Background: an optimization exercise with open tools, aiming at small area and a short achievable clock period. Do not read the settings as production practice.
Where RTL was checked, it was by simulation tests only, not by an equivalence proof against the original.
The RTL of run 2 was laid out without a check of its function.

==> flow/design.v (outline; a module is shown in full before it is edited, if it fits) <==
// module cplx_mac: 687 lines
// module fa: 4 lines
// module ha: 4 lines
// module cadd44: 494 lines
// module magsel43: 11 lines
// module add43: 351 lines
// module gt43: 309 lines
// module dft_bin_acc: 129 lines
module dft_bin_acc
#(
    parameter int N      = 256,
    parameter int PH_LAT = 6,
    parameter int ACC_W  = dft_pkg::ACC_W_DEF
) (
    input  logic                     CK,
    input  logic                     RST,
    input  logic                     START,
    input  logic signed [dft_pkg::PH_W-1:0]   cos0,
    input  logic signed [dft_pkg::PH_W-1:0]   sin0,
    input  logic signed [dft_pkg::PH_W-1:0]   cos1,
    input  logic signed [dft_pkg::PH_W-1:0]   sin1,
    output logic [dft_pkg::ADDR_W-1:0]        smp_addr,
    input  logic signed [dft_pkg::SMP_W-1:0]  smp_data,
    output logic signed [ACC_W-1:0]  re0,
    output logic signed [ACC_W-1:0]  im0,
    output logic signed [ACC_W-1:0]  re1,
    output logic signed [ACC_W-1:0]  im1,
    output logic                     busy,
    output logic                     done
    ,
    output logic [ACC_W-1:0]         mag0,
    output logic [ACC_W-1:0]         mag1
);
  // ...
==> flow/flow/run.sh <==
#!/bin/bash
# The standard layout (the standard.sh, unchanged synthesis), except that the
# buffers placed on the ports are plain buffers (buf_2, which timing repair may
# upsize) instead of the delay-type buffer buffer_ports picks by default.
set -euo pipefail
bash standard.sh synth > synth.log 2>&1
bash standard.sh "BUFFER_PORTS_ARGS=-buffer_cell sky130_fd_sc_hd__buf_2" finish > layout.log 2>&1
==> flow/standard.sh <==
#!/bin/bash
# synth_recipe.tcl (not shown) runs the flow's synth.tcl, then flattens the netlist and writes it again
# the make line also repeats each setting of config.mk as NAME=value (left out here)
make -C /OpenROAD-flow-scripts/flow DESIGN_CONFIG=/design/flow/config.mk WORK_HOME=/design/flow/orfs CLKGATE_MAP_FILE= SYNTH_SCRIPT=/design/flow/synth_recipe.tcl "${@:-finish}"
==> flow/config.mk <==
export PLATFORM = sky130hd
export DESIGN_NAME = dft_bin_acc
export DESIGN_NICKNAME = dft_bin_acc
export VERILOG_FILES = /design/flow/design.v
export SDC_FILE = /design/flow/constraint.sdc
export NUM_CORES = 4
export LEC_CHECK = 0
export CAP_MARGIN = 20
export CORE_MARGIN = 2
export CORE_UTILIZATION = 40
export CTS_CLUSTER_DIAMETER = 110
export CTS_CLUSTER_SIZE = 28
export SETUP_SLACK_MARGIN = 4.0
export SLEW_MARGIN = 20
export SYNTH_HIERARCHICAL = 1
==> flow/constraint.sdc <==
create_clock -name core_clock -period 9.5 [get_ports {CK}]
set_input_delay 1.9000 -clock core_clock [delete_from_list [all_inputs] [get_ports {CK}]]
set_output_delay 1.9000 -clock core_clock [all_outputs]
set_load 0.01 [all_outputs]
==> results.yml, run 1 <==
synthesis:
  syn_area_um2: 67500
  yosys_warnings: 8
final_layout:
  area_delta_synth_final_pct: 8.63
  seq_cell_count: 558
  n_clock_buffer: 32
  largest_class: "multi-input gates"
  final_common_cell: "xnor2_1"
  finalInstanceArea_um2: 73400
worst_setup_path:
  cp-startpoint: "u_re1.pn_q[14]$_DFF_PP0_"
  critPathCapture: "hi1_q[2]$_DFF_PP0_"
  crit_fanout: 23
  path_cells: "inv_1, nand4_1, buf_4, o2bb2ai_4, o21ai_1, and2_4, a211oi_4, buf_4, buf_12, mux2i_1, xnor2_2, inv_1, a222oi_1, o2111ai_2, a2111oi_2, buf_4, o311ai_4, o2111ai_4, buf_12, buf_16, mux2_2"
  start_kind: "flip-flop"
sta:
  final.period_utilization: 0.568
  finalSetupViolations: 0
  min_period_ns: 5.40
clock_network:
  cts_buffer_depth: 3
  cts_inserted_buffers: 31
  htree_levels: 1
  postCtsSetupBuffers: 24
run_status:
  status: "finished clean"
routing:
  drt_first_pass_iters: 6
  vias: 52000
  routed_wl_mm: 227
global_route:
  top_usage_layer: "met2"
min_path:
  holdPathStages: 2
==> module dft_bin_acc, before the edit <==
module dft_bin_acc
#(
    parameter int N      = 256,
    parameter int PH_LAT = 6,
    parameter int ACC_W  = dft_pkg::ACC_W_DEF
) (
    input  logic                     CK,
    input  logic                     RST,
    input  logic                     START,
    input  logic signed [dft_pkg::PH_W-1:0]   cos0,
    input  logic signed [dft_pkg::PH_W-1:0]   sin0,
    input  logic signed [dft_pkg::PH_W-1:0]   cos1,
    input  logic signed [dft_pkg::PH_W-1:0]   sin1,
    output logic [dft_pkg::ADDR_W-1:0]        smp_addr,
    input  logic signed [dft_pkg::SMP_W-1:0]  smp_data,
    output logic signed [ACC_W-1:0]  re0,
    output logic signed [ACC_W-1:0]  im0,
    output logic signed [ACC_W-1:0]  re1,
    output logic signed [ACC_W-1:0]  im1,
    output logic                     busy,
    output logic                     done
    ,
    output logic [ACC_W-1:0]         mag0,
    output logic [ACC_W-1:0]         mag1
);
    localparam int W = 44;      
    localparam int MW = 43;     
    logic [8:0] cnt;
    logic       done_q;
    logic       init_q;      
    logic       en_q;        
    logic       ld;          
    logic [8:0] one_q, two_q, neg_q;
    logic [8:0] one_d, two_d, neg_d;
    logic [8:0] negs;
    logic [W-1:0] a_re0, a_im0, a_re1, a_im1;
    logic [MW-1:0] m_re0, m_im0, m_re1, m_im1;
    logic [MW-1:0] mag0_s, mag1_s;
    always_ff @(posedge CK or posedge RST) begin
        if (RST) begin
            cnt    <= '0;
            busy   <= 1'b0;
            done_q <= 1'b0;
            init_q <= 1'b0;
        end else begin
            if (START)     cnt <= 9'd509;
            else if (busy) cnt <= cnt + 9'd1;
            busy   <= START | (busy & (cnt != 9'd259));
            done_q <= ~START & busy & (cnt == 9'd258);
            init_q <= START;
        end
    end
    assign smp_addr = cnt;
    assign done     = done_q & ~START;
    assign ld = busy & ~START & (cnt >= 9'd1) & (cnt <= 9'd256);
    always_comb begin
        logic [18:0] xe;
        xe = {smp_data, 1'b0};
        for (int j = 0; j < 9; j++) begin
            one_d[j] = xe[2*j+1] ^ xe[2*j];
            two_d[j] = (xe[2*j+2] & ~xe[2*j+1] & ~xe[2*j]) | (~xe[2*j+2] & xe[2*j+1] & xe[2*j]);
            neg_d[j] = xe[2*j+2];
        end
    end
    always_ff @(posedge CK or posedge RST) begin
        if (RST) begin
            one_q <= '0;
            two_q <= '0;
            neg_q <= '0;
            en_q  <= 1'b0;
        end else begin
            one_q <= ld ? one_d : 9'd0;
            two_q <= ld ? two_d : 9'd0;
            neg_q <= ld ? neg_d : 9'd0;
            en_q  <= ld;
        end
    end
    assign negs = ~neg_q & {9{en_q}};
    function automatic logic [170:0] booth_rows(input logic [8:0] one, input logic [8:0] two,
                                                input logic [8:0] neg, input logic en,
                                                input logic [17:0] c);
        logic [18:0] r;
        for (int j = 0; j < 9; j++) begin
            r[0] = (one[j] & c[0]) ^ neg[j];
            for (int i = 1; i < 18; i++)
                r[i] = ((one[j] & c[i]) | (two[j] & c[i-1])) ^ neg[j];
            r[18] = en & ~(((one[j] | two[j]) & c[17]) ^ neg[j]);
            booth_rows[19*j +: 19] = r;
        end
    endfunction
    logic [170:0] pp_re0, pp_im0, pp_re1, pp_im1;
    assign pp_re0 = booth_rows(one_q, two_q, neg_q, en_q, cos0);
    assign pp_im0 = booth_rows(one_q, two_q, negs,  en_q, sin0);
    assign pp_re1 = booth_rows(one_q, two_q, neg_q, en_q, cos1);
    assign pp_im1 = booth_rows(one_q, two_q, negs,  en_q, sin1);
    cplx_mac u_re0 (.clk(CK), .rst(RST), .init(init_q), .pp(pp_re0), .neg(neg_q),
                    .acc(a_re0), .mabs(m_re0));
    cplx_mac u_im0 (.clk(CK), .rst(RST), .init(init_q), .pp(pp_im0), .neg(negs),
                    .acc(a_im0), .mabs(m_im0));
    cplx_mac u_re1 (.clk(CK), .rst(RST), .init(init_q), .pp(pp_re1), .neg(neg_q),
                    .acc(a_re1), .mabs(m_re1));
    cplx_mac u_im1 (.clk(CK), .rst(RST), .init(init_q), .pp(pp_im1), .neg(negs),
                    .acc(a_im1), .mabs(m_im1));
    assign re0 = {{(ACC_W-W){a_re0[W-1]}}, a_re0};
    assign im0 = {{(ACC_W-W){a_im0[W-1]}}, a_im0};
    assign re1 = {{(ACC_W-W){a_re1[W-1]}}, a_re1};
    assign im1 = {{(ACC_W-W){a_im1[W-1]}}, a_im1};
    logic [MW-1:0] hi0_d, hi1_d, hi0_q, hi1_q;
    logic [MW-2:0] lo0_d, lo1_d, lo0_q, lo1_q;
    magsel43 u_sel0 (.a(m_re0), .b(m_im0), .hi(hi0_d), .lo(lo0_d));
    magsel43 u_sel1 (.a(m_re1), .b(m_im1), .hi(hi1_d), .lo(lo1_d));
    always_ff @(posedge CK or posedge RST) begin
        if (RST) begin
            hi0_q <= '0;
            lo0_q <= '0;
            hi1_q <= '0;
            lo1_q <= '0;
        end else begin
            hi0_q <= hi0_d;
            lo0_q <= lo0_d;
            hi1_q <= hi1_d;
            lo1_q <= lo1_d;
        end
    end
    add43 u_mag0 (.a(hi0_q), .b({1'b0, lo0_q}), .y(mag0_s));
    add43 u_mag1 (.a(hi1_q), .b({1'b0, lo1_q}), .y(mag1_s));
    assign mag0 = {{(ACC_W-MW){1'b0}}, mag0_s};
    assign mag1 = {{(ACC_W-MW){1'b0}}, mag1_s};
endmodule
==> run 2, diff against run 1 <==
--- a/flow/design.v
+++ b/flow/design.v
@@ -10,4 +10,7 @@
     input  logic        init,
-    input  logic [170:0] pp,
+    input  logic        en,
+    input  logic [8:0]  one,
+    input  logic [8:0]  two,
     input  logic [8:0]  neg,
+    input  logic [17:0] c,
     output logic [43:0] acc,
@@ -15,4 +18,4 @@
 );
-    localparam logic [43:0] INITP = 44'haaaabffffff;   
-    logic [43:0] pn_q, g_q, p_q, p_in, g_in;
+    localparam logic [43:0] INIT = 44'haaaac000000;
+    logic [43:0] pn_q, g_q, p_q;
     logic [43:0] r0, r1;
@@ -453,11 +456,173 @@
     logic tk4_43_34;
-    assign pp0 = pp[18:0];
-    assign pp1 = pp[37:19];
-    assign pp2 = pp[56:38];
-    assign pp3 = pp[75:57];
-    assign pp4 = pp[94:76];
-    assign pp5 = pp[113:95];
-    assign pp6 = pp[132:114];
-    assign pp7 = pp[151:133];
-    assign pp8 = pp[170:152];
+    assign pp0[0] = ((one[0] & c[0])) ^ neg[0];
+    assign pp0[1] = ((one[0] & c[1]) | (two[0] & c[0])) ^ neg[0];
+    assign pp0[2] = ((one[0] & c[2]) | (two[0] & c[1])) ^ neg[0];
+    assign pp0[3] = ((one[0] & c[3]) | (two[0] & c[2])) ^ neg[0];
+    assign pp0[4] = ((one[0] & c[4]) | (two[0] & c[3])) ^ neg[0];
+    assign pp0[5] = ((one[0] & c[5]) | (two[0] & c[4])) ^ neg[0];
+    assign pp0[6] = ((one[0] & c[6]) | (two[0] & c[5])) ^ neg[0];
+    assign pp0[7] = ((one[0] & c[7]) | (two[0] & c[6])) ^ neg[0];
+    assign pp0[8] = ((one[0] & c[8]) | (two[0] & c[7])) ^ neg[0];
+    assign pp0[9] = ((one[0] & c[9]) | (two[0] & c[8])) ^ neg[0];
+    assign pp0[10] = ((one[0] & c[10]) | (two[0] & c[9])) ^ neg[0];
+    assign pp0[11] = ((one[0] & c[11]) | (two[0] & c[10])) ^ neg[0];
+    assign pp0[12] = ((one[0] & c[12]) | (two[0] & c[11])) ^ neg[0];
+    assign pp0[13] = ((one[0] & c[13]) | (two[0] & c[12])) ^ neg[0];
+    assign pp0[14] = ((one[0] & c[14]) | (two[0] & c[13])) ^ neg[0];
+    assign pp0[15] = ((one[0] & c[15]) | (two[0] & c[14])) ^ neg[0];
+    assign pp0[16] = ((one[0] & c[16]) | (two[0] & c[15])) ^ neg[0];
+    assign pp0[17] = ((one[0] & c[17]) | (two[0] & c[16])) ^ neg[0];
+    assign pp0[18] = en & ~(((one[0] | two[0]) & c[17]) ^ neg[0]);
+    assign pp1[0] = ((one[1] & c[0])) ^ neg[1];
+    assign pp1[1] = ((one[1] & c[1]) | (two[1] & c[0])) ^ neg[1];
+    assign pp1[2] = ((one[1] & c[2]) | (two[1] & c[1])) ^ neg[1];
+    assign pp1[3] = ((one[1] & c[3]) | (two[1] & c[2])) ^ neg[1];
+    assign pp1[4] = ((one[1] & c[4]) | (two[1] & c[3])) ^ neg[1];
+    assign pp1[5] = ((one[1] & c[5]) | (two[1] & c[4])) ^ neg[1];
+    assign pp1[6] = ((one[1] & c[6]) | (two[1] & c[5])) ^ neg[1];
+    assign pp1[7] = ((one[1] & c[7]) | (two[1] & c[6])) ^ neg[1];
+    assign pp1[8] = ((one[1] & c[8]) | (two[1] & c[7])) ^ neg[1];
+    assign pp1[9] = ((one[1] & c[9]) | (two[1] & c[8])) ^ neg[1];
+    assign pp1[10] = ((one[1] & c[10]) | (two[1] & c[9])) ^ neg[1];
+    assign pp1[11] = ((one[1] & c[11]) | (two[1] & c[10])) ^ neg[1];
+    assign pp1[12] = ((one[1] & c[12]) | (two[1] & c[11])) ^ neg[1];
+    assign pp1[13] = ((one[1] & c[13]) | (two[1] & c[12])) ^ neg[1];
+    assign pp1[14] = ((one[1] & c[14]) | (two[1] & c[13])) ^ neg[1];
+    assign pp1[15] = ((one[1] & c[15]) | (two[1] & c[14])) ^ neg[1];
+    assign pp1[16] = ((one[1] & c[16]) | (two[1] & c[15])) ^ neg[1];
+    assign pp1[17] = ((one[1] & c[17]) | (two[1] & c[16])) ^ neg[1];
+    assign pp1[18] = en & ~(((one[1] | two[1]) & c[17]) ^ neg[1]);
+    assign pp2[0] = ((one[2] & c[0])) ^ neg[2];
+    assign pp2[1] = ((one[2] & c[1]) | (two[2] & c[0])) ^ neg[2];
+    assign pp2[2] = ((one[2] & c[2]) | (two[2] & c[1])) ^ neg[2];
+    assign pp2[3] = ((one[2] & c[3]) | (two[2] & c[2])) ^ neg[2];
+    assign pp2[4] = ((one[2] & c[4]) | (two[2] & c[3])) ^ neg[2];
+    assign pp2[5] = ((one[2] & c[5]) | (two[2] & c[4])) ^ neg[2];
+    assign pp2[6] = ((one[2] & c[6]) | (two[2] & c[5])) ^ neg[2];
+    assign pp2[7] = ((one[2] & c[7]) | (two[2] & c[6])) ^ neg[2];
+    assign pp2[8] = ((one[2] & c[8]) | (two[2] & c[7])) ^ neg[2];
+    assign pp2[9] = ((one[2] & c[9]) | (two[2] & c[8])) ^ neg[2];
+    assign pp2[10] = ((one[2] & c[10]) | (two[2] & c[9])) ^ neg[2];
+    assign pp2[11] = ((one[2] & c[11]) | (two[2] & c[10])) ^ neg[2];
+    assign pp2[12] = ((one[2] & c[12]) | (two[2] & c[11])) ^ neg[2];
+    assign pp2[13] = ((one[2] & c[13]) | (two[2] & c[12])) ^ neg[2];
+    assign pp2[14] = ((one[2] & c[14]) | (two[2] & c[13])) ^ neg[2];
+    assign pp2[15] = ((one[2] & c[15]) | (two[2] & c[14])) ^ neg[2];
+    assign pp2[16] = ((one[2] & c[16]) | (two[2] & c[15])) ^ neg[2];
+    assign pp2[17] = ((one[2] & c[17]) | (two[2] & c[16])) ^ neg[2];
+    assign pp2[18] = en & ~(((one[2] | two[2]) & c[17]) ^ neg[2]);
+    assign pp3[0] = ((one[3] & c[0])) ^ neg[3];
+    assign pp3[1] = ((one[3] & c[1]) | (two[3] & c[0])) ^ neg[3];
+    assign pp3[2] = ((one[3] & c[2]) | (two[3] & c[1])) ^ neg[3];
+    assign pp3[3] = ((one[3] & c[3]) | (two[3] & c[2])) ^ neg[3];
+    assign pp3[4] = ((one[3] & c[4]) | (two[3] & c[3])) ^ neg[3];
+    assign pp3[5] = ((one[3] & c[5]) | (two[3] & c[4])) ^ neg[3];
+    assign pp3[6] = ((one[3] & c[6]) | (two[3] & c[5])) ^ neg[3];
+    assign pp3[7] = ((one[3] & c[7]) | (two[3] & c[6])) ^ neg[3];
+    assign pp3[8] = ((one[3] & c[8]) | (two[3] & c[7])) ^ neg[3];
+    assign pp3[9] = ((one[3] & c[9]) | (two[3] & c[8])) ^ neg[3];
+    assign pp3[10] = ((one[3] & c[10]) | (two[3] & c[9])) ^ neg[3];
+    assign pp3[11] = ((one[3] & c[11]) | (two[3] & c[10])) ^ neg[3];
+    assign pp3[12] = ((one[3] & c[12]) | (two[3] & c[11])) ^ neg[3];
+    assign pp3[13] = ((one[3] & c[13]) | (two[3] & c[12])) ^ neg[3];
+    assign pp3[14] = ((one[3] & c[14]) | (two[3] & c[13])) ^ neg[3];
+    assign pp3[15] = ((one[3] & c[15]) | (two[3] & c[14])) ^ neg[3];
+    assign pp3[16] = ((one[3] & c[16]) | (two[3] & c[15])) ^ neg[3];
+    assign pp3[17] = ((one[3] & c[17]) | (two[3] & c[16])) ^ neg[3];
+    assign pp3[18] = en & ~(((one[3] | two[3]) & c[17]) ^ neg[3]);
+    assign pp4[0] = ((one[4] & c[0])) ^ neg[4];
+    assign pp4[1] = ((one[4] & c[1]) | (two[4] & c[0])) ^ neg[4];
+    assign pp4[2] = ((one[4] & c[2]) | (two[4] & c[1])) ^ neg[4];
+    assign pp4[3] = ((one[4] & c[3]) | (two[4] & c[2])) ^ neg[4];
+    assign pp4[4] = ((one[4] & c[4]) | (two[4] & c[3])) ^ neg[4];
+    assign pp4[5] = ((one[4] & c[5]) | (two[4] & c[4])) ^ neg[4];
+    assign pp4[6] = ((one[4] & c[6]) | (two[4] & c[5])) ^ neg[4];
+    assign pp4[7] = ((one[4] & c[7]) | (two[4] & c[6])) ^ neg[4];
+    assign pp4[8] = ((one[4] & c[8]) | (two[4] & c[7])) ^ neg[4];
+    assign pp4[9] = ((one[4] & c[9]) | (two[4] & c[8])) ^ neg[4];
+    assign pp4[10] = ((one[4] & c[10]) | (two[4] & c[9])) ^ neg[4];
+    assign pp4[11] = ((one[4] & c[11]) | (two[4] & c[10])) ^ neg[4];
+    assign pp4[12] = ((one[4] & c[12]) | (two[4] & c[11])) ^ neg[4];
+    assign pp4[13] = ((one[4] & c[13]) | (two[4] & c[12])) ^ neg[4];
+    assign pp4[14] = ((one[4] & c[14]) | (two[4] & c[13])) ^ neg[4];
+    assign pp4[15] = ((one[4] & c[15]) | (two[4] & c[14])) ^ neg[4];
+    assign pp4[16] = ((one[4] & c[16]) | (two[4] & c[15])) ^ neg[4];
+    assign pp4[17] = ((one[4] & c[17]) | (two[4] & c[16])) ^ neg[4];
+    assign pp4[18] = en & ~(((one[4] | two[4]) & c[17]) ^ neg[4]);
+    assign pp5[0] = ((one[5] & c[0])) ^ neg[5];
+    assign pp5[1] = ((one[5] & c[1]) | (two[5] & c[0])) ^ neg[5];
+    assign pp5[2] = ((one[5] & c[2]) | (two[5] & c[1])) ^ neg[5];
+    assign pp5[3] = ((one[5] & c[3]) | (two[5] & c[2])) ^ neg[5];
+    assign pp5[4] = ((one[5] & c[4]) | (two[5] & c[3])) ^ neg[5];
+    assign pp5[5] = ((one[5] & c[5]) | (two[5] & c[4])) ^ neg[5];
+    assign pp5[6] = ((one[5] & c[6]) | (two[5] & c[5])) ^ neg[5];
+    assign pp5[7] = ((one[5] & c[7]) | (two[5] & c[6])) ^ neg[5];
+    assign pp5[8] = ((one[5] & c[8]) | (two[5] & c[7])) ^ neg[5];
+    assign pp5[9] = ((one[5] & c[9]) | (two[5] & c[8])) ^ neg[5];
+    assign pp5[10] = ((one[5] & c[10]) | (two[5] & c[9])) ^ neg[5];
+    assign pp5[11] = ((one[5] & c[11]) | (two[5] & c[10])) ^ neg[5];
+    assign pp5[12] = ((one[5] & c[12]) | (two[5] & c[11])) ^ neg[5];
+    assign pp5[13] = ((one[5] & c[13]) | (two[5] & c[12])) ^ neg[5];
+    assign pp5[14] = ((one[5] & c[14]) | (two[5] & c[13])) ^ neg[5];
+    assign pp5[15] = ((one[5] & c[15]) | (two[5] & c[14])) ^ neg[5];
+    assign pp5[16] = ((one[5] & c[16]) | (two[5] & c[15])) ^ neg[5];
+    assign pp5[17] = ((one[5] & c[17]) | (two[5] & c[16])) ^ neg[5];
+    assign pp5[18] = en & ~(((one[5] | two[5]) & c[17]) ^ neg[5]);
+    assign pp6[0] = ((one[6] & c[0])) ^ neg[6];
+    assign pp6[1] = ((one[6] & c[1]) | (two[6] & c[0])) ^ neg[6];
+    assign pp6[2] = ((one[6] & c[2]) | (two[6] & c[1])) ^ neg[6];
+    assign pp6[3] = ((one[6] & c[3]) | (two[6] & c[2])) ^ neg[6];
+    assign pp6[4] = ((one[6] & c[4]) | (two[6] & c[3])) ^ neg[6];
+    assign pp6[5] = ((one[6] & c[5]) | (two[6] & c[4])) ^ neg[6];
+    assign pp6[6] = ((one[6] & c[6]) | (two[6] & c[5])) ^ neg[6];
+    assign pp6[7] = ((one[6] & c[7]) | (two[6] & c[6])) ^ neg[6];
+    assign pp6[8] = ((one[6] & c[8]) | (two[6] & c[7])) ^ neg[6];
+    assign pp6[9] = ((one[6] & c[9]) | (two[6] & c[8])) ^ neg[6];
+    assign pp6[10] = ((one[6] & c[10]) | (two[6] & c[9])) ^ neg[6];
+    assign pp6[11] = ((one[6] & c[11]) | (two[6] & c[10])) ^ neg[6];
+    assign pp6[12] = ((one[6] & c[12]) | (two[6] & c[11])) ^ neg[6];
+    assign pp6[13] = ((one[6] & c[13]) | (two[6] & c[12])) ^ neg[6];
+    assign pp6[14] = ((one[6] & c[14]) | (two[6] & c[13])) ^ neg[6];
+    assign pp6[15] = ((one[6] & c[15]) | (two[6] & c[14])) ^ neg[6];
+    assign pp6[16] = ((one[6] & c[16]) | (two[6] & c[15])) ^ neg[6];
+    assign pp6[17] = ((one[6] & c[17]) | (two[6] & c[16])) ^ neg[6];
+    assign pp6[18] = en & ~(((one[6] | two[6]) & c[17]) ^ neg[6]);
+    assign pp7[0] = ((one[7] & c[0])) ^ neg[7];
+    assign pp7[1] = ((one[7] & c[1]) | (two[7] & c[0])) ^ neg[7];
+    assign pp7[2] = ((one[7] & c[2]) | (two[7] & c[1])) ^ neg[7];
+    assign pp7[3] = ((one[7] & c[3]) | (two[7] & c[2])) ^ neg[7];
+    assign pp7[4] = ((one[7] & c[4]) | (two[7] & c[3])) ^ neg[7];
+    assign pp7[5] = ((one[7] & c[5]) | (two[7] & c[4])) ^ neg[7];
+    assign pp7[6] = ((one[7] & c[6]) | (two[7] & c[5])) ^ neg[7];
+    assign pp7[7] = ((one[7] & c[7]) | (two[7] & c[6])) ^ neg[7];
+    assign pp7[8] = ((one[7] & c[8]) | (two[7] & c[7])) ^ neg[7];
+    assign pp7[9] = ((one[7] & c[9]) | (two[7] & c[8])) ^ neg[7];
+    assign pp7[10] = ((one[7] & c[10]) | (two[7] & c[9])) ^ neg[7];
+    assign pp7[11] = ((one[7] & c[11]) | (two[7] & c[10])) ^ neg[7];
+    assign pp7[12] = ((one[7] & c[12]) | (two[7] & c[11])) ^ neg[7];
+    assign pp7[13] = ((one[7] & c[13]) | (two[7] & c[12])) ^ neg[7];
+    assign pp7[14] = ((one[7] & c[14]) | (two[7] & c[13])) ^ neg[7];
+    assign pp7[15] = ((one[7] & c[15]) | (two[7] & c[14])) ^ neg[7];
+    assign pp7[16] = ((one[7] & c[16]) | (two[7] & c[15])) ^ neg[7];
+    assign pp7[17] = ((one[7] & c[17]) | (two[7] & c[16])) ^ neg[7];
+    assign pp7[18] = en & ~(((one[7] | two[7]) & c[17]) ^ neg[7]);
+    assign pp8[0] = ((one[8] & c[0])) ^ neg[8];
+    assign pp8[1] = ((one[8] & c[1]) | (two[8] & c[0])) ^ neg[8];
+    assign pp8[2] = ((one[8] & c[2]) | (two[8] & c[1])) ^ neg[8];
+    assign pp8[3] = ((one[8] & c[3]) | (two[8] & c[2])) ^ neg[8];
+    assign pp8[4] = ((one[8] & c[4]) | (two[8] & c[3])) ^ neg[8];
+    assign pp8[5] = ((one[8] & c[5]) | (two[8] & c[4])) ^ neg[8];
+    assign pp8[6] = ((one[8] & c[6]) | (two[8] & c[5])) ^ neg[8];
+    assign pp8[7] = ((one[8] & c[7]) | (two[8] & c[6])) ^ neg[8];
+    assign pp8[8] = ((one[8] & c[8]) | (two[8] & c[7])) ^ neg[8];
+    assign pp8[9] = ((one[8] & c[9]) | (two[8] & c[8])) ^ neg[8];
+    assign pp8[10] = ((one[8] & c[10]) | (two[8] & c[9])) ^ neg[8];
+    assign pp8[11] = ((one[8] & c[11]) | (two[8] & c[10])) ^ neg[8];
+    assign pp8[12] = ((one[8] & c[12]) | (two[8] & c[11])) ^ neg[8];
+    assign pp8[13] = ((one[8] & c[13]) | (two[8] & c[12])) ^ neg[8];
+    assign pp8[14] = ((one[8] & c[14]) | (two[8] & c[13])) ^ neg[8];
+    assign pp8[15] = ((one[8] & c[15]) | (two[8] & c[14])) ^ neg[8];
+    assign pp8[16] = ((one[8] & c[16]) | (two[8] & c[15])) ^ neg[8];
+    assign pp8[17] = ((one[8] & c[17]) | (two[8] & c[16])) ^ neg[8];
+    assign pp8[18] = en & ~(((one[8] | two[8]) & c[17]) ^ neg[8]);
     ha u_th0_12_0 (.a(pp0[12]), .b(pp1[10]), .s(th0_12_0), .co(tk0_12_0));
@@ -491,47 +656,47 @@
     fa u_ts1_10_15 (.a(pp3[4]), .b(pp4[2]), .c(pp5[0]), .s(ts1_10_15), .co(tc1_10_15));
-    ha u_th1_10_13 (.a(neg[5]), .b(p_in[10]), .s(th1_10_13), .co(tk1_10_13));
+    ha u_th1_10_13 (.a(neg[5]), .b(p_q[10]), .s(th1_10_13), .co(tk1_10_13));
     fa u_ts1_11_16 (.a(pp0[11]), .b(pp1[9]), .c(pp2[7]), .s(ts1_11_16), .co(tc1_11_16));
     fa u_ts1_11_17 (.a(pp3[5]), .b(pp4[3]), .c(pp5[1]), .s(ts1_11_17), .co(tc1_11_17));
-    ha u_th1_11_14 (.a(p_in[11]), .b(g_in[10]), .s(th1_11_14), .co(tk1_11_14));
+    ha u_th1_11_14 (.a(p_q[11]), .b(g_q[10]), .s(th1_11_14), .co(tk1_11_14));
     fa u_ts1_12_18 (.a(pp2[8]), .b(pp3[6]), .c(pp4[4]), .s(ts1_12_18), .co(tc1_12_18));
     fa u_ts1_12_19 (.a(pp5[2]), .b(pp6[0]), .c(neg[6]), .s(ts1_12_19), .co(tc1_12_19));
-    fa u_ts1_12_20 (.a(p_in[12]), .b(g_in[11]), .c(th0_12_0), .s(ts1_12_20), .co(tc1_12_20));
+    fa u_ts1_12_20 (.a(p_q[12]), .b(g_q[11]), .c(th0_12_0), .s(ts1_12_20), .co(tc1_12_20));
     fa u_ts1_13_21 (.a(pp2[9]), .b(pp3[7]), .c(pp4[5]), .s(ts1_13_21), .co(tc1_13_21));
-    fa u_ts1_13_22 (.a(pp5[3]), .b(pp6[1]), .c(p_in[13]), .s(ts1_13_22), .co(tc1_13_22));
-    fa u_ts1_13_23 (.a(g_in[12]), .b(th0_13_1), .c(tk0_12_0), .s(ts1_13_23), .co(tc1_13_23));
+    fa u_ts1_13_22 (.a(pp5[3]), .b(pp6[1]), .c(p_q[13]), .s(ts1_13_22), .co(tc1_13_22));
+    fa u_ts1_13_23 (.a(g_q[12]), .b(th0_13_1), .c(tk0_12_0), .s(ts1_13_23), .co(tc1_13_23));
     fa u_ts1_14_24 (.a(pp5[4]), .b(pp6[2]), .c(pp7[0]), .s(ts1_14_24), .co(tc1_14_24));
-    fa u_ts1_14_25 (.a(neg[7]), .b(p_in[14]), .c(g_in[13]), .s(ts1_14_25), .co(tc1_14_25));
+    fa u_ts1_14_25 (.a(neg[7]), .b(p_q[14]), .c(g_q[13]), .s(ts1_14_25), .co(tc1_14_25));
     fa u_ts1_14_26 (.a(ts0_14_0), .b(th0_14_2), .c(tk0_13_1), .s(ts1_14_26), .co(tc1_14_26));
     fa u_ts1_15_27 (.a(pp5[5]), .b(pp6[3]), .c(pp7[1]), .s(ts1_15_27), .co(tc1_15_27));
-    fa u_ts1_15_28 (.a(p_in[15]), .b(g_in[14]), .c(ts0_15_1), .s(ts1_15_28), .co(tc1_15_28));
+    fa u_ts1_15_28 (.a(p_q[15]), .b(g_q[14]), .c(ts0_15_1), .s(ts1_15_28), .co(tc1_15_28));
     fa u_ts1_15_29 (.a(th0_15_3), .b(tc0_14_0), .c(tk0_14_2), .s(ts1_15_29), .co(tc1_15_29));
-    fa u_ts1_16_30 (.a(pp8[0]), .b(neg[8]), .c(p_in[16]), .s(ts1_16_30), .co(tc1_16_30));
-    fa u_ts1_16_31 (.a(g_in[15]), .b(ts0_16_2), .c(ts0_16_3), .s(ts1_16_31), .co(tc1_16_31));
+    fa u_ts1_16_30 (.a(pp8[0]), .b(neg[8]), .c(p_q[16]), .s(ts1_16_30), .co(tc1_16_30));
+    fa u_ts1_16_31 (.a(g_q[15]), .b(ts0_16_2), .c(ts0_16_3), .s(ts1_16_31), .co(tc1_16_31));
     fa u_ts1_16_32 (.a(th0_16_4), .b(tc0_15_1), .c(tk0_15_3), .s(ts1_16_32), .co(tc1_16_32));
-    fa u_ts1_17_33 (.a(pp8[1]), .b(p_in[17]), .c(g_in[16]), .s(ts1_17_33), .co(tc1_17_33));
+    fa u_ts1_17_33 (.a(pp8[1]), .b(p_q[17]), .c(g_q[16]), .s(ts1_17_33), .co(tc1_17_33));
     fa u_ts1_17_34 (.a(ts0_17_4), .b(ts0_17_5), .c(th0_17_5), .s(ts1_17_34), .co(tc1_17_34));
     fa u_ts1_17_35 (.a(tc0_16_2), .b(tc0_16_3), .c(tk0_16_4), .s(ts1_17_35), .co(tc1_17_35));
-    fa u_ts1_18_36 (.a(pp8[2]), .b(p_in[18]), .c(g_in[17]), .s(ts1_18_36), .co(tc1_18_36));
+    fa u_ts1_18_36 (.a(pp8[2]), .b(p_q[18]), .c(g_q[17]), .s(ts1_18_36), .co(tc1_18_36));
     fa u_ts1_18_37 (.a(ts0_18_6), .b(ts0_18_7), .c(th0_18_6), .s(ts1_18_37), .co(tc1_18_37));
     fa u_ts1_18_38 (.a(tc0_17_4), .b(tc0_17_5), .c(tk0_17_5), .s(ts1_18_38), .co(tc1_18_38));
-    fa u_ts1_19_39 (.a(pp7[5]), .b(pp8[3]), .c(p_in[19]), .s(ts1_19_39), .co(tc1_19_39));
-    fa u_ts1_19_40 (.a(g_in[18]), .b(ts0_19_8), .c(ts0_19_9), .s(ts1_19_40), .co(tc1_19_40));
+    fa u_ts1_19_39 (.a(pp7[5]), .b(pp8[3]), .c(p_q[19]), .s(ts1_19_39), .co(tc1_19_39));
+    fa u_ts1_19_40 (.a(g_q[18]), .b(ts0_19_8), .c(ts0_19_9), .s(ts1_19_40), .co(tc1_19_40));
     fa u_ts1_19_41 (.a(tc0_18_6), .b(tc0_18_7), .c(tk0_18_6), .s(ts1_19_41), .co(tc1_19_41));
     fa u_ts1_20_42 (.a(pp6[8]), .b(pp7[6]), .c(pp8[4]), .s(ts1_20_42), .co(tc1_20_42));
-    fa u_ts1_20_43 (.a(p_in[20]), .b(g_in[19]), .c(ts0_20_10), .s(ts1_20_43), .co(tc1_20_43));
+    fa u_ts1_20_43 (.a(p_q[20]), .b(g_q[19]), .c(ts0_20_10), .s(ts1_20_43), .co(tc1_20_43));
     fa u_ts1_20_44 (.a(th0_20_7), .b(tc0_19_8), .c(tc0_19_9), .s(ts1_20_44), .co(tc1_20_44));
     fa u_ts1_21_45 (.a(pp5[11]), .b(pp6[9]), .c(pp7[7]), .s(ts1_21_45), .co(tc1_21_45));
-    fa u_ts1_21_46 (.a(pp8[5]), .b(p_in[21]), .c(g_in[20]), .s(ts1_21_46), .co(tc1_21_46));
+    fa u_ts1_21_46 (.a(pp8[5]), .b(p_q[21]), .c(g_q[20]), .s(ts1_21_46), .co(tc1_21_46));
     fa u_ts1_21_47 (.a(ts0_21_11), .b(tc0_20_10), .c(tk0_20_7), .s(ts1_21_47), .co(tc1_21_47));
     fa u_ts1_22_48 (.a(pp4[14]), .b(pp5[12]), .c(pp6[10]), .s(ts1_22_48), .co(tc1_22_48));
-    fa u_ts1_22_49 (.a(pp7[8]), .b(pp8[6]), .c(p_in[22]), .s(ts1_22_49), .co(tc1_22_49));
-    fa u_ts1_22_50 (.a(g_in[21]), .b(th0_22_8), .c(tc0_21_11), .s(ts1_22_50), .co(tc1_22_50));
+    fa u_ts1_22_49 (.a(pp7[8]), .b(pp8[6]), .c(p_q[22]), .s(ts1_22_49), .co(tc1_22_49));
+    fa u_ts1_22_50 (.a(g_q[21]), .b(th0_22_8), .c(tc0_21_11), .s(ts1_22_50), .co(tc1_22_50));
     fa u_ts1_23_51 (.a(pp3[17]), .b(pp4[15]), .c(pp5[13]), .s(ts1_23_51), .co(tc1_23_51));
     fa u_ts1_23_52 (.a(pp6[11]), .b(pp7[9]), .c(pp8[7]), .s(ts1_23_52), .co(tc1_23_52));
-    fa u_ts1_23_53 (.a(p_in[23]), .b(g_in[22]), .c(tk0_22_8), .s(ts1_23_53), .co(tc1_23_53));
+    fa u_ts1_23_53 (.a(p_q[23]), .b(g_q[22]), .c(tk0_22_8), .s(ts1_23_53), .co(tc1_23_53));
     fa u_ts1_24_54 (.a(pp3[18]), .b(pp4[16]), .c(pp5[14]), .s(ts1_24_54), .co(tc1_24_54));
     fa u_ts1_24_55 (.a(pp6[12]), .b(pp7[10]), .c(pp8[8]), .s(ts1_24_55), .co(tc1_24_55));
-    ha u_th1_24_15 (.a(p_in[24]), .b(g_in[23]), .s(th1_24_15), .co(tk1_24_15));
+    ha u_th1_24_15 (.a(p_q[24]), .b(g_q[23]), .s(th1_24_15), .co(tk1_24_15));
     fa u_ts1_25_56 (.a(pp4[17]), .b(pp5[15]), .c(pp6[13]), .s(ts1_25_56), .co(tc1_25_56));
-    fa u_ts1_25_57 (.a(pp7[11]), .b(pp8[9]), .c(p_in[25]), .s(ts1_25_57), .co(tc1_25_57));
+    fa u_ts1_25_57 (.a(pp7[11]), .b(pp8[9]), .c(p_q[25]), .s(ts1_25_57), .co(tc1_25_57));
     fa u_ts1_26_58 (.a(pp4[18]), .b(pp5[16]), .c(pp6[14]), .s(ts1_26_58), .co(tc1_26_58));
@@ -543,14 +708,14 @@
     fa u_ts2_4_60 (.a(pp0[4]), .b(pp1[2]), .c(pp2[0]), .s(ts2_4_60), .co(tc2_4_60));
-    ha u_th2_4_20 (.a(neg[2]), .b(p_in[4]), .s(th2_4_20), .co(tk2_4_20));
+    ha u_th2_4_20 (.a(neg[2]), .b(p_q[4]), .s(th2_4_20), .co(tk2_4_20));
     fa u_ts2_5_61 (.a(pp0[5]), .b(pp1[3]), .c(pp2[1]), .s(ts2_5_61), .co(tc2_5_61));
-    ha u_th2_5_21 (.a(p_in[5]), .b(g_in[4]), .s(th2_5_21), .co(tk2_5_21));
+    ha u_th2_5_21 (.a(p_q[5]), .b(g_q[4]), .s(th2_5_21), .co(tk2_5_21));
     fa u_ts2_6_62 (.a(pp2[2]), .b(pp3[0]), .c(neg[3]), .s(ts2_6_62), .co(tc2_6_62));
-    fa u_ts2_6_63 (.a(p_in[6]), .b(g_in[5]), .c(th1_6_9), .s(ts2_6_63), .co(tc2_6_63));
-    fa u_ts2_7_64 (.a(pp2[3]), .b(pp3[1]), .c(p_in[7]), .s(ts2_7_64), .co(tc2_7_64));
-    fa u_ts2_7_65 (.a(g_in[6]), .b(th1_7_10), .c(tk1_6_9), .s(ts2_7_65), .co(tc2_7_65));
-    fa u_ts2_8_66 (.a(neg[4]), .b(p_in[8]), .c(g_in[7]), .s(ts2_8_66), .co(tc2_8_66));
+    fa u_ts2_6_63 (.a(p_q[6]), .b(g_q[5]), .c(th1_6_9), .s(ts2_6_63), .co(tc2_6_63));
+    fa u_ts2_7_64 (.a(pp2[3]), .b(pp3[1]), .c(p_q[7]), .s(ts2_7_64), .co(tc2_7_64));
+    fa u_ts2_7_65 (.a(g_q[6]), .b(th1_7_10), .c(tk1_6_9), .s(ts2_7_65), .co(tc2_7_65));
+    fa u_ts2_8_66 (.a(neg[4]), .b(p_q[8]), .c(g_q[7]), .s(ts2_8_66), .co(tc2_8_66));
     fa u_ts2_8_67 (.a(ts1_8_12), .b(th1_8_11), .c(tk1_7_10), .s(ts2_8_67), .co(tc2_8_67));
-    fa u_ts2_9_68 (.a(p_in[9]), .b(g_in[8]), .c(ts1_9_13), .s(ts2_9_68), .co(tc2_9_68));
+    fa u_ts2_9_68 (.a(p_q[9]), .b(g_q[8]), .c(ts1_9_13), .s(ts2_9_68), .co(tc2_9_68));
     fa u_ts2_9_69 (.a(th1_9_12), .b(tc1_8_12), .c(tk1_8_11), .s(ts2_9_69), .co(tc2_9_69));
-    fa u_ts2_10_70 (.a(g_in[9]), .b(ts1_10_14), .c(ts1_10_15), .s(ts2_10_70), .co(tc2_10_70));
+    fa u_ts2_10_70 (.a(g_q[9]), .b(ts1_10_14), .c(ts1_10_15), .s(ts2_10_70), .co(tc2_10_70));
     fa u_ts2_10_71 (.a(th1_10_13), .b(tc1_9_13), .c(tk1_9_12), .s(ts2_10_71), .co(tc2_10_71));
@@ -584,19 +749,19 @@
     fa u_ts2_24_99 (.a(tc1_23_51), .b(tc1_23_52), .c(tc1_23_53), .s(ts2_24_99), .co(tc2_24_99));
-    fa u_ts2_25_100 (.a(g_in[24]), .b(ts1_25_56), .c(ts1_25_57), .s(ts2_25_100), .co(tc2_25_100));
+    fa u_ts2_25_100 (.a(g_q[24]), .b(ts1_25_56), .c(ts1_25_57), .s(ts2_25_100), .co(tc2_25_100));
     fa u_ts2_25_101 (.a(tc1_24_54), .b(tc1_24_55), .c(tk1_24_15), .s(ts2_25_101), .co(tc2_25_101));
-    fa u_ts2_26_102 (.a(p_in[26]), .b(g_in[25]), .c(ts1_26_58), .s(ts2_26_102), .co(tc2_26_102));
+    fa u_ts2_26_102 (.a(p_q[26]), .b(g_q[25]), .c(ts1_26_58), .s(ts2_26_102), .co(tc2_26_102));
     fa u_ts2_26_103 (.a(th1_26_16), .b(tc1_25_56), .c(tc1_25_57), .s(ts2_26_103), .co(tc2_26_103));
-    fa u_ts2_27_104 (.a(pp8[11]), .b(p_in[27]), .c(g_in[26]), .s(ts2_27_104), .co(tc2_27_104));
+    fa u_ts2_27_104 (.a(pp8[11]), .b(p_q[27]), .c(g_q[26]), .s(ts2_27_104), .co(tc2_27_104));
     fa u_ts2_27_105 (.a(ts1_27_59), .b(tc1_26_58), .c(tk1_26_16), .s(ts2_27_105), .co(tc2_27_105));
-    fa u_ts2_28_106 (.a(pp7[14]), .b(pp8[12]), .c(p_in[28]), .s(ts2_28_106), .co(tc2_28_106));
-    fa u_ts2_28_107 (.a(g_in[27]), .b(th1_28_17), .c(tc1_27_59), .s(ts2_28_107), .co(tc2_28_107));
+    fa u_ts2_28_106 (.a(pp7[14]), .b(pp8[12]), .c(p_q[28]), .s(ts2_28_106), .co(tc2_28_106));
+    fa u_ts2_28_107 (.a(g_q[27]), .b(th1_28_17), .c(tc1_27_59), .s(ts2_28_107), .co(tc2_28_107));
     fa u_ts2_29_108 (.a(pp6[17]), .b(pp7[15]), .c(pp8[13]), .s(ts2_29_108), .co(tc2_29_108));
-    fa u_ts2_29_109 (.a(p_in[29]), .b(g_in[28]), .c(tk1_28_17), .s(ts2_29_109), .co(tc2_29_109));
+    fa u_ts2_29_109 (.a(p_q[29]), .b(g_q[28]), .c(tk1_28_17), .s(ts2_29_109), .co(tc2_29_109));
     fa u_ts2_30_110 (.a(pp6[18]), .b(pp7[16]), .c(pp8[14]), .s(ts2_30_110), .co(tc2_30_110));
-    ha u_th2_30_22 (.a(p_in[30]), .b(g_in[29]), .s(th2_30_22), .co(tk2_30_22));
-    fa u_ts2_31_111 (.a(pp7[17]), .b(pp8[15]), .c(p_in[31]), .s(ts2_31_111), .co(tc2_31_111));
+    ha u_th2_30_22 (.a(p_q[30]), .b(g_q[29]), .s(th2_30_22), .co(tk2_30_22));
+    fa u_ts2_31_111 (.a(pp7[17]), .b(pp8[15]), .c(p_q[31]), .s(ts2_31_111), .co(tc2_31_111));
     ha u_th2_32_23 (.a(pp7[18]), .b(pp8[16]), .s(th2_32_23), .co(tk2_32_23));
-    ha u_th3_2_24 (.a(neg[1]), .b(p_in[2]), .s(th3_2_24), .co(tk3_2_24));
-    fa u_ts3_3_112 (.a(p_in[3]), .b(g_in[2]), .c(th2_3_19), .s(ts3_3_112), .co(tc3_3_112));
-    fa u_ts3_4_113 (.a(g_in[3]), .b(ts2_4_60), .c(th2_4_20), .s(ts3_4_113), .co(tc3_4_113));
+    ha u_th3_2_24 (.a(neg[1]), .b(p_q[2]), .s(th3_2_24), .co(tk3_2_24));
+    fa u_ts3_3_112 (.a(p_q[3]), .b(g_q[2]), .c(th2_3_19), .s(ts3_3_112), .co(tc3_3_112));
+    fa u_ts3_4_113 (.a(g_q[3]), .b(ts2_4_60), .c(th2_4_20), .s(ts3_4_113), .co(tc3_4_113));
     fa u_ts3_5_114 (.a(ts2_5_61), .b(th2_5_21), .c(tc2_4_60), .s(ts3_5_114), .co(tc3_5_114));
@@ -627,9 +792,9 @@
     fa u_ts3_30_139 (.a(ts2_30_110), .b(th2_30_22), .c(tc2_29_108), .s(ts3_30_139), .co(tc3_30_139));
-    fa u_ts3_31_140 (.a(g_in[30]), .b(ts2_31_111), .c(tc2_30_110), .s(ts3_31_140), .co(tc3_31_140));
-    fa u_ts3_32_141 (.a(p_in[32]), .b(g_in[31]), .c(th2_32_23), .s(ts3_32_141), .co(tc3_32_141));
-    fa u_ts3_33_142 (.a(pp8[17]), .b(p_in[33]), .c(g_in[32]), .s(ts3_33_142), .co(tc3_33_142));
-    ha u_th3_34_25 (.a(pp8[18]), .b(p_in[34]), .s(th3_34_25), .co(tk3_34_25));
+    fa u_ts3_31_140 (.a(g_q[30]), .b(ts2_31_111), .c(tc2_30_110), .s(ts3_31_140), .co(tc3_31_140));
+    fa u_ts3_32_141 (.a(p_q[32]), .b(g_q[31]), .c(th2_32_23), .s(ts3_32_141), .co(tc3_32_141));
+    fa u_ts3_33_142 (.a(pp8[17]), .b(p_q[33]), .c(g_q[32]), .s(ts3_33_142), .co(tc3_33_142));
+    ha u_th3_34_25 (.a(pp8[18]), .b(p_q[34]), .s(th3_34_25), .co(tk3_34_25));
     ha u_th4_0_26 (.a(pp0[0]), .b(neg[0]), .s(th4_0_26), .co(tk4_0_26));
-    fa u_ts4_1_143 (.a(pp0[1]), .b(p_in[1]), .c(g_in[0]), .s(ts4_1_143), .co(tc4_1_143));
-    fa u_ts4_2_144 (.a(g_in[1]), .b(th2_2_18), .c(th3_2_24), .s(ts4_2_144), .co(tc4_2_144));
+    fa u_ts4_1_143 (.a(pp0[1]), .b(p_q[1]), .c(g_q[0]), .s(ts4_1_143), .co(tc4_1_143));
+    fa u_ts4_2_144 (.a(g_q[1]), .b(th2_2_18), .c(th3_2_24), .s(ts4_2_144), .co(tc4_2_144));
     fa u_ts4_3_145 (.a(tk2_2_18), .b(ts3_3_112), .c(tk3_2_24), .s(ts4_3_145), .co(tc4_3_145));
@@ -665,13 +830,13 @@
     fa u_ts4_33_175 (.a(tk2_32_23), .b(ts3_33_142), .c(tc3_32_141), .s(ts4_33_175), .co(tc4_33_175));
-    fa u_ts4_34_176 (.a(g_in[33]), .b(th3_34_25), .c(tc3_33_142), .s(ts4_34_176), .co(tc4_34_176));
-    fa u_ts4_35_177 (.a(p_in[35]), .b(g_in[34]), .c(tk3_34_25), .s(ts4_35_177), .co(tc4_35_177));
-    ha u_th4_36_27 (.a(p_in[36]), .b(g_in[35]), .s(th4_36_27), .co(tk4_36_27));
-    ha u_th4_37_28 (.a(p_in[37]), .b(g_in[36]), .s(th4_37_28), .co(tk4_37_28));
-    ha u_th4_38_29 (.a(p_in[38]), .b(g_in[37]), .s(th4_38_29), .co(tk4_38_29));
-    ha u_th4_39_30 (.a(p_in[39]), .b(g_in[38]), .s(th4_39_30), .co(tk4_39_30));
-    ha u_th4_40_31 (.a(p_in[40]), .b(g_in[39]), .s(th4_40_31), .co(tk4_40_31));
-    ha u_th4_41_32 (.a(p_in[41]), .b(g_in[40]), .s(th4_41_32), .co(tk4_41_32));
-    ha u_th4_42_33 (.a(p_in[42]), .b(g_in[41]), .s(th4_42_33), .co(tk4_42_33));
-    ha u_th4_43_34 (.a(p_in[43]), .b(g_in[42]), .s(th4_43_34), .co(tk4_43_34));
-    assign r0 = {th4_43_34, th4_42_33, th4_41_32, th4_40_31, th4_39_30, th4_38_29, th4_37_28, th4_36_27, ts4_35_177, ts4_34_176, ts4_33_175, ts4_32_174, ts4_31_173, ts4_30_172, ts4_29_171, ts4_28_170, ts4_27_169, ts4_26_168, ts4_25_167, ts4_24_166, ts4_23_165, ts4_22_164, ts4_21_163, ts4_20_162, ts4_19_161, ts4_18_160, ts4_17_159, ts4_16_158, ts4_15_157, ts4_14_156, ts4_13_155, ts4_12_154, ts4_11_153, ts4_10_152, ts4_9_151, ts4_8_150, ts4_7_149, ts4_6_148, ts4_5_147, ts4_4_146, ts4_3_145, ts4_2_144, ts4_1_143, p_in[0]};
+    fa u_ts4_34_176 (.a(g_q[33]), .b(th3_34_25), .c(tc3_33_142), .s(ts4_34_176), .co(tc4_34_176));
+    fa u_ts4_35_177 (.a(p_q[35]), .b(g_q[34]), .c(tk3_34_25), .s(ts4_35_177), .co(tc4_35_177));
+    ha u_th4_36_27 (.a(p_q[36]), .b(g_q[35]), .s(th4_36_27), .co(tk4_36_27));
+    ha u_th4_37_28 (.a(p_q[37]), .b(g_q[36]), .s(th4_37_28), .co(tk4_37_28));
+    ha u_th4_38_29 (.a(p_q[38]), .b(g_q[37]), .s(th4_38_29), .co(tk4_38_29));
+    ha u_th4_39_30 (.a(p_q[39]), .b(g_q[38]), .s(th4_39_30), .co(tk4_39_30));
+    ha u_th4_40_31 (.a(p_q[40]), .b(g_q[39]), .s(th4_40_31), .co(tk4_40_31));
+    ha u_th4_41_32 (.a(p_q[41]), .b(g_q[40]), .s(th4_41_32), .co(tk4_41_32));
+    ha u_th4_42_33 (.a(p_q[42]), .b(g_q[41]), .s(th4_42_33), .co(tk4_42_33));
+    ha u_th4_43_34 (.a(p_q[43]), .b(g_q[42]), .s(th4_43_34), .co(tk4_43_34));
+    assign r0 = {th4_43_34, th4_42_33, th4_41_32, th4_40_31, th4_39_30, th4_38_29, th4_37_28, th4_36_27, ts4_35_177, ts4_34_176, ts4_33_175, ts4_32_174, ts4_31_173, ts4_30_172, ts4_29_171, ts4_28_170, ts4_27_169, ts4_26_168, ts4_25_167, ts4_24_166, ts4_23_165, ts4_22_164, ts4_21_163, ts4_20_162, ts4_19_161, ts4_18_160, ts4_17_159, ts4_16_158, ts4_15_157, ts4_14_156, ts4_13_155, ts4_12_154, ts4_11_153, ts4_10_152, ts4_9_151, ts4_8_150, ts4_7_149, ts4_6_148, ts4_5_147, ts4_4_146, ts4_3_145, ts4_2_144, ts4_1_143, p_q[0]};
     assign r1 = {tk4_42_33, tk4_41_32, tk4_40_31, tk4_39_30, tk4_38_29, tk4_37_28, tk4_36_27, tc4_35_177, tc4_34_176, tc4_33_175, tc4_32_174, tc4_31_173, tc4_30_172, tc4_29_171, tc4_28_170, tc4_27_169, tc4_26_168, tc4_25_167, tc4_24_166, tc4_23_165, tc4_22_164, tc4_21_163, tc4_20_162, tc4_19_161, tc4_18_160, tc4_17_159, tc4_16_158, tc4_15_157, tc4_14_156, tc4_13_155, tc4_12_154, tc4_11_153, tc4_10_152, tc4_9_151, tc4_8_150, tc4_7_149, tc4_6_148, tc4_5_147, tc4_4_146, tc4_3_145, tc4_2_144, tc4_1_143, tk4_0_26, th4_0_26};
@@ -679,6 +844,4 @@
     assign p_q = ~pn_q;
-    assign p_in = init ? INITP : p_q;
-    assign g_in = g_q & ~{44{init}};
     cadd44 u_cpa (.p(p_q), .g(g_q), .v(v), .m(mabs));
-    assign acc = v;
+    assign acc = g_q;
     always_ff @(posedge clk or posedge rst) begin
@@ -687,5 +850,8 @@
             g_q  <= '0;
-        end else begin
+        end else if (en) begin
             pn_q <= ~(r0 ^ r1);
             g_q  <= r0 & r1;
+        end else begin
+            pn_q <= init ? INIT : v;
+            g_q  <= init ? INIT : v;
         end
@@ -1944,27 +2110,10 @@
     assign negs = ~neg_q & {9{en_q}};
-    function automatic logic [170:0] booth_rows(input logic [8:0] one, input logic [8:0] two,
-                                                input logic [8:0] neg, input logic en,
-                                                input logic [17:0] c);
-        logic [18:0] r;
-        for (int j = 0; j < 9; j++) begin
-            r[0] = (one[j] & c[0]) ^ neg[j];
-            for (int i = 1; i < 18; i++)
-                r[i] = ((one[j] & c[i]) | (two[j] & c[i-1])) ^ neg[j];
-            r[18] = en & ~(((one[j] | two[j]) & c[17]) ^ neg[j]);
-            booth_rows[19*j +: 19] = r;
-        end
-    endfunction
-    logic [170:0] pp_re0, pp_im0, pp_re1, pp_im1;
-    assign pp_re0 = booth_rows(one_q, two_q, neg_q, en_q, cos0);
-    assign pp_im0 = booth_rows(one_q, two_q, negs,  en_q, sin0);
-    assign pp_re1 = booth_rows(one_q, two_q, neg_q, en_q, cos1);
-    assign pp_im1 = booth_rows(one_q, two_q, negs,  en_q, sin1);
-    cplx_mac u_re0 (.clk(CK), .rst(RST), .init(init_q), .pp(pp_re0), .neg(neg_q),
-                    .acc(a_re0), .mabs(m_re0));
-    cplx_mac u_im0 (.clk(CK), .rst(RST), .init(init_q), .pp(pp_im0), .neg(negs),
-                    .acc(a_im0), .mabs(m_im0));
-    cplx_mac u_re1 (.clk(CK), .rst(RST), .init(init_q), .pp(pp_re1), .neg(neg_q),
-                    .acc(a_re1), .mabs(m_re1));
-    cplx_mac u_im1 (.clk(CK), .rst(RST), .init(init_q), .pp(pp_im1), .neg(negs),
-                    .acc(a_im1), .mabs(m_im1));
+    cplx_mac u_re0 (.clk(CK), .rst(RST), .init(init_q), .en(en_q), .one(one_q), .two(two_q),
+                    .neg(neg_q), .c(cos0), .acc(a_re0), .mabs(m_re0));
+    cplx_mac u_im0 (.clk(CK), .rst(RST), .init(init_q), .en(en_q), .one(one_q), .two(two_q),
+                    .neg(negs),  .c(sin0), .acc(a_im0), .mabs(m_im0));
+    cplx_mac u_re1 (.clk(CK), .rst(RST), .init(init_q), .en(en_q), .one(one_q), .two(two_q),
+                    .neg(neg_q), .c(cos1), .acc(a_re1), .mabs(m_re1));
+    cplx_mac u_im1 (.clk(CK), .rst(RST), .init(init_q), .en(en_q), .one(one_q), .two(two_q),
+                    .neg(negs),  .c(sin1), .acc(a_im1), .mabs(m_im1));
     assign re0 = {{(ACC_W-W){a_re0[W-1]}}, a_re0};
--- a/flow/config.mk
+++ b/flow/config.mk
@@ -10,5 +10,5 @@
 export CORE_UTILIZATION = 40
-export CTS_CLUSTER_DIAMETER = 110
-export CTS_CLUSTER_SIZE = 28
-export SETUP_SLACK_MARGIN = 4.0
+export CTS_CLUSTER_DIAMETER = 100
+export CTS_CLUSTER_SIZE = 24
+export SETUP_SLACK_MARGIN = 3.5
 export SLEW_MARGIN = 20
==> run 2 against run 1 <==
Effect of this change:
- via count up 2.4%
- still clean
- sequential cell count up 4
- critical path type unchanged
- wire length up 3.4%
- first-iteration DRC count down 3.9%
- count of clock-buffer cells in the layout up 13
- fmax down 6.7%
- critical path depth down 2
==> results.yml, run 2 <==
synthesis:
  syn_area_um2: 72200
  post-synth-top-count-cell: "xnor2_1"
  ys_seq_elements: 562
  ys.flop_type: "dfrtp_1"
  synth_top_cells_by_count: "901 x xnor2_1, 724 x fa_1, 562 x dfrtp_1, 527 x inv_1, 402 x ha_1"
  yosysSeqAreaShare: 0.195
  async_flop_share: 1.00
  yosys.area.top_type: "fa_1"
  synth-edff-count: 0
  netlist_instances: 6860
  synth_area_leaders: "fa_1 20%, dfrtp_1 19%, xnor2_1 11%"
  yosysUniqueCellTypes: 91
  yosys_warnings: 8
  syn_area_per_cell_um2: 10.5
  yosysTopAreaCellShare: 0.201
place:
  dp_hpwl_mm: 174
  port_buffers: 381
  gp_congestion: 0.921
final_layout:
  fillers: 17200
  final_common_cell: "xnor2_1"
  area_delta_synth_final_pct: 5.02
  finalCoreUtilization: 0.424
  regArea_um2: 14100
  drive_gt1_frac: 0.173
  mostFrequentLayoutCells: "894 x xnor2_1, 724 x fa_1, 533 x dfrtp_1"
  nets: 8014
  multi_input_area_um2: 52200
worst_setup_path:
  crit_fanout: 36
  path_cells: "inv_1, a21o_1, a21o_1, a221o_1, a211oi_4, a21oi_1, a211oi_4, buf_12, mux2i_1, xor2_2, inv_1, maj3_1, a221oi_1, a2111oi_2, o311ai_2, o2111ai_4, buf_16, clkbuf_16, mux2_1"
  reg2reg_depth: 19
  cpLargestDelayFamily: "compound AO/OA/AOI/OAI gates"
  reg2reg_from: "u_im1.pn_q[21]$_DFF_PP0_"
  critPathCaptureType: "flip-flop"
  crit_type: "flip-flop to flip-flop"
  required_ns: 10.05
  cp.arrival_ns: 6.33
  cp-startpoint: "u_im1.pn_q[21]$_DFF_PP0_"
  max_stage_delay_ns: 0.45
  start_kind: "flip-flop"
  r2r-end: "lo1_q[22]$_DFF_PP0_"
  path_buf_inv: 5
  cp_slowest_cell: "a211oi_4"
  reg2reg_setup_slack_ns: 3.72
sta:
  tns_ns: 0
  fmax_ghz: 0.173
  slew_headroom: 0.176
  min_period_ns: 5.78
  tightest_slew_ns: 1.24
  final.period_utilization: 0.609
  finalSetupViolations: 0
  timing.hold.ws_ns: 0.650
  clock_skew_ns: 0.0353
  hold_violations: 0
  drv_slew: 0
  rsz0062_at_grt: "no"
min_path:
  holdPathEnd: "cnt[7]$_DFFE_PP0P_"
  worstHoldStart: "cnt[7]$_DFFE_PP0P_"
  holdPathStages: 2
  min_path_type: "flip-flop to flip-flop"
floorplanning:
  core-area_um2: 179000
  rows: 155
  die_w_um: 429
  dieArea_um2: 184000
  die_y_um: 429
  start_util: 0.404
  io_pins: 392
routing:
  routed_wl_mm: 235
  drt_first_pass_iters: 6
  vias: 53200
  wl_per_cell_um: 25.5
  ant_nets: 0
  drc: 0
  drtIter0Drc: 4388
  viasPerCell: 5.80
clock_network:
  clkTransAtPathRegs_ns: 0.10
  ctsRootBufferMaster: "clkbuf_16"
  cts_inserted_buffers: 42
  cts_buffer_depth: 3
  hold_buffers: 0
  cts_sinks: 562
  htree_levels: 2
  cts_tree: "built"
  clkLatencyLatePin_ns: 0.67
global_route:
  grt_max_degree: 149
  grt_pass1_wl_mm: 356
  grtUsageTotal: 0.251
  antenna_found_initial: 11
  grt_pass1_vias: 55200
  grt.overflow.total: 0
run_status:
  status: "finished clean"
job:
  maxCapViolCount: 0
==> run 2: per-module statistics from Yosys, one instance, submodules excluded <==
module | area (µm²) | cells | flip-flops and latches
cplx_mac | 7930 | 791 | 88
dft_bin_acc | 6260 | 362 | 210
cadd44 | 2710 | 392 | 0
add43 | 1880 | 241 | 0
magsel43 | 1040 | 94 | 0
gt43 | 768 | 122 | 0
fa | 20.0 | 1 | 0
ha | 12.5 | 1 | 0
==> run 2: timing repair <==
action,in CTS,in global routing
cloned,1,3
endpoints found under the setup margin,171,187
buffers inserted,11,13
pin swaps,8,7
resized for setup,32,49
==> run 2: cell families (layout without fill, tap and decap cells) <==
group / Yosys count / in the layout / synth area share
other: 1 / 16 / 0.0000520
AO/OA/AOI/OAI: 1771 / 1772 / 0.201
multiplexers: 379 / 379 / 0.0555
AND/OR/NAND/NOR: 808 / 810 / 0.0575
flip-flops: 562 / 562 / 0.195
buffers and inverters: 1132 / 1084 / 0.0886
XOR/XNOR: 1061 / 1061 / 0.129
adder cells (fa/ha/maj): 1146 / 1146 / 0.273
==> run 2: worst register-to-register path, delay by kind of cell (launching register included) <==
kind,cells,cell delay (ns)
buf+inv,5,0.99
mux,2,0.73
xor+xnor,1,0.33
flops,1,0.33
compound gates,10,2.89
fa+ha+maj,1,0.38
==> run 2: area by class of cell <==
type,count,share of cell area
inverters,529,0.0267
repair buffers,480,0.0372
clock buffers,45,0.0149
multi-input cells,5180,0.689
clock inverters,30,0.00634
flip-flops and latches,562,0.187
well taps,2355,0.0389
diodes,4,0.000132
==> run 2: metal layers <==
metal	vias to the layer above	global-route usage	wire (µm)
li1	23600	-	-
met1	27400	0.336	100000
met2	1992	0.404	109000
met3	339	0.0394	14900
met4	4	0.102	10300
met5	-	0	33
==> run 2: per-stage QoR <==
step | worst slack [ns] | std cells | instance area (µm²)
global placement | 2.47 | 9077 | 73500
global route | 3.45 | 9185 | 75800
finish | 3.72 | 9185 | 75800
floorplan | 3.87 | 6871 | 72200
detailed placement | 2.41 | 9078 | 73500
CTS | 3.51 | 9165 | 75400
==> run 2: worst max path at each step <==
stage                                          end  slack (ns)  cells past startpoint
after floorplan           u_im0.pn_q[17]$_DFF_PP0_        3.87                     12
after global placement          hi1_q[9]$_DFF_PP0_        2.47                     19
after detailed placement       lo0_q[24]$_DFF_PP0_        2.41                     18
after CTS                       lo1_q[4]$_DFF_PP0_        3.51                     19
after global routing           lo1_q[20]$_DFF_PP0_        3.45                     19
final                          lo1_q[22]$_DFF_PP0_        3.72                     19

==> separate check: timing with driven ports <==
Ports are ideal in the flow. The routed layouts listed here were re-timed in OpenROAD. Step 1 sets driving cells, clkbuf_16 on the clock port and buf_2 on the other inputs (assumed; they add their load-dependent delay and slew). Step 2 moves the port delays by t, midway between the first and last clock arrival at a register: inputs arrive t later, outputs are due t later. That takes back most of the time a late clock gives input paths. Slacks: ideal / step 1 / step 2; pairs: ideal / step 1.
run	t, ns	setup WS [ns]	clock arrival spread, ns	worst slew at a driven data input, ns	cell pins on the clock port's net
run 1	0.781	4.104 / 4.032 / 3.272	0.045 / 0.046	0.21	1
run 2	0.742	3.718 / 3.718 / 3.262	0.039 / 0.039	0.21	1
After both steps every run listed still meets setup and hold. For run 1, which loses most, drivers alone change the setup slack by -0.072 ns; drivers and shift together by -0.832 ns.
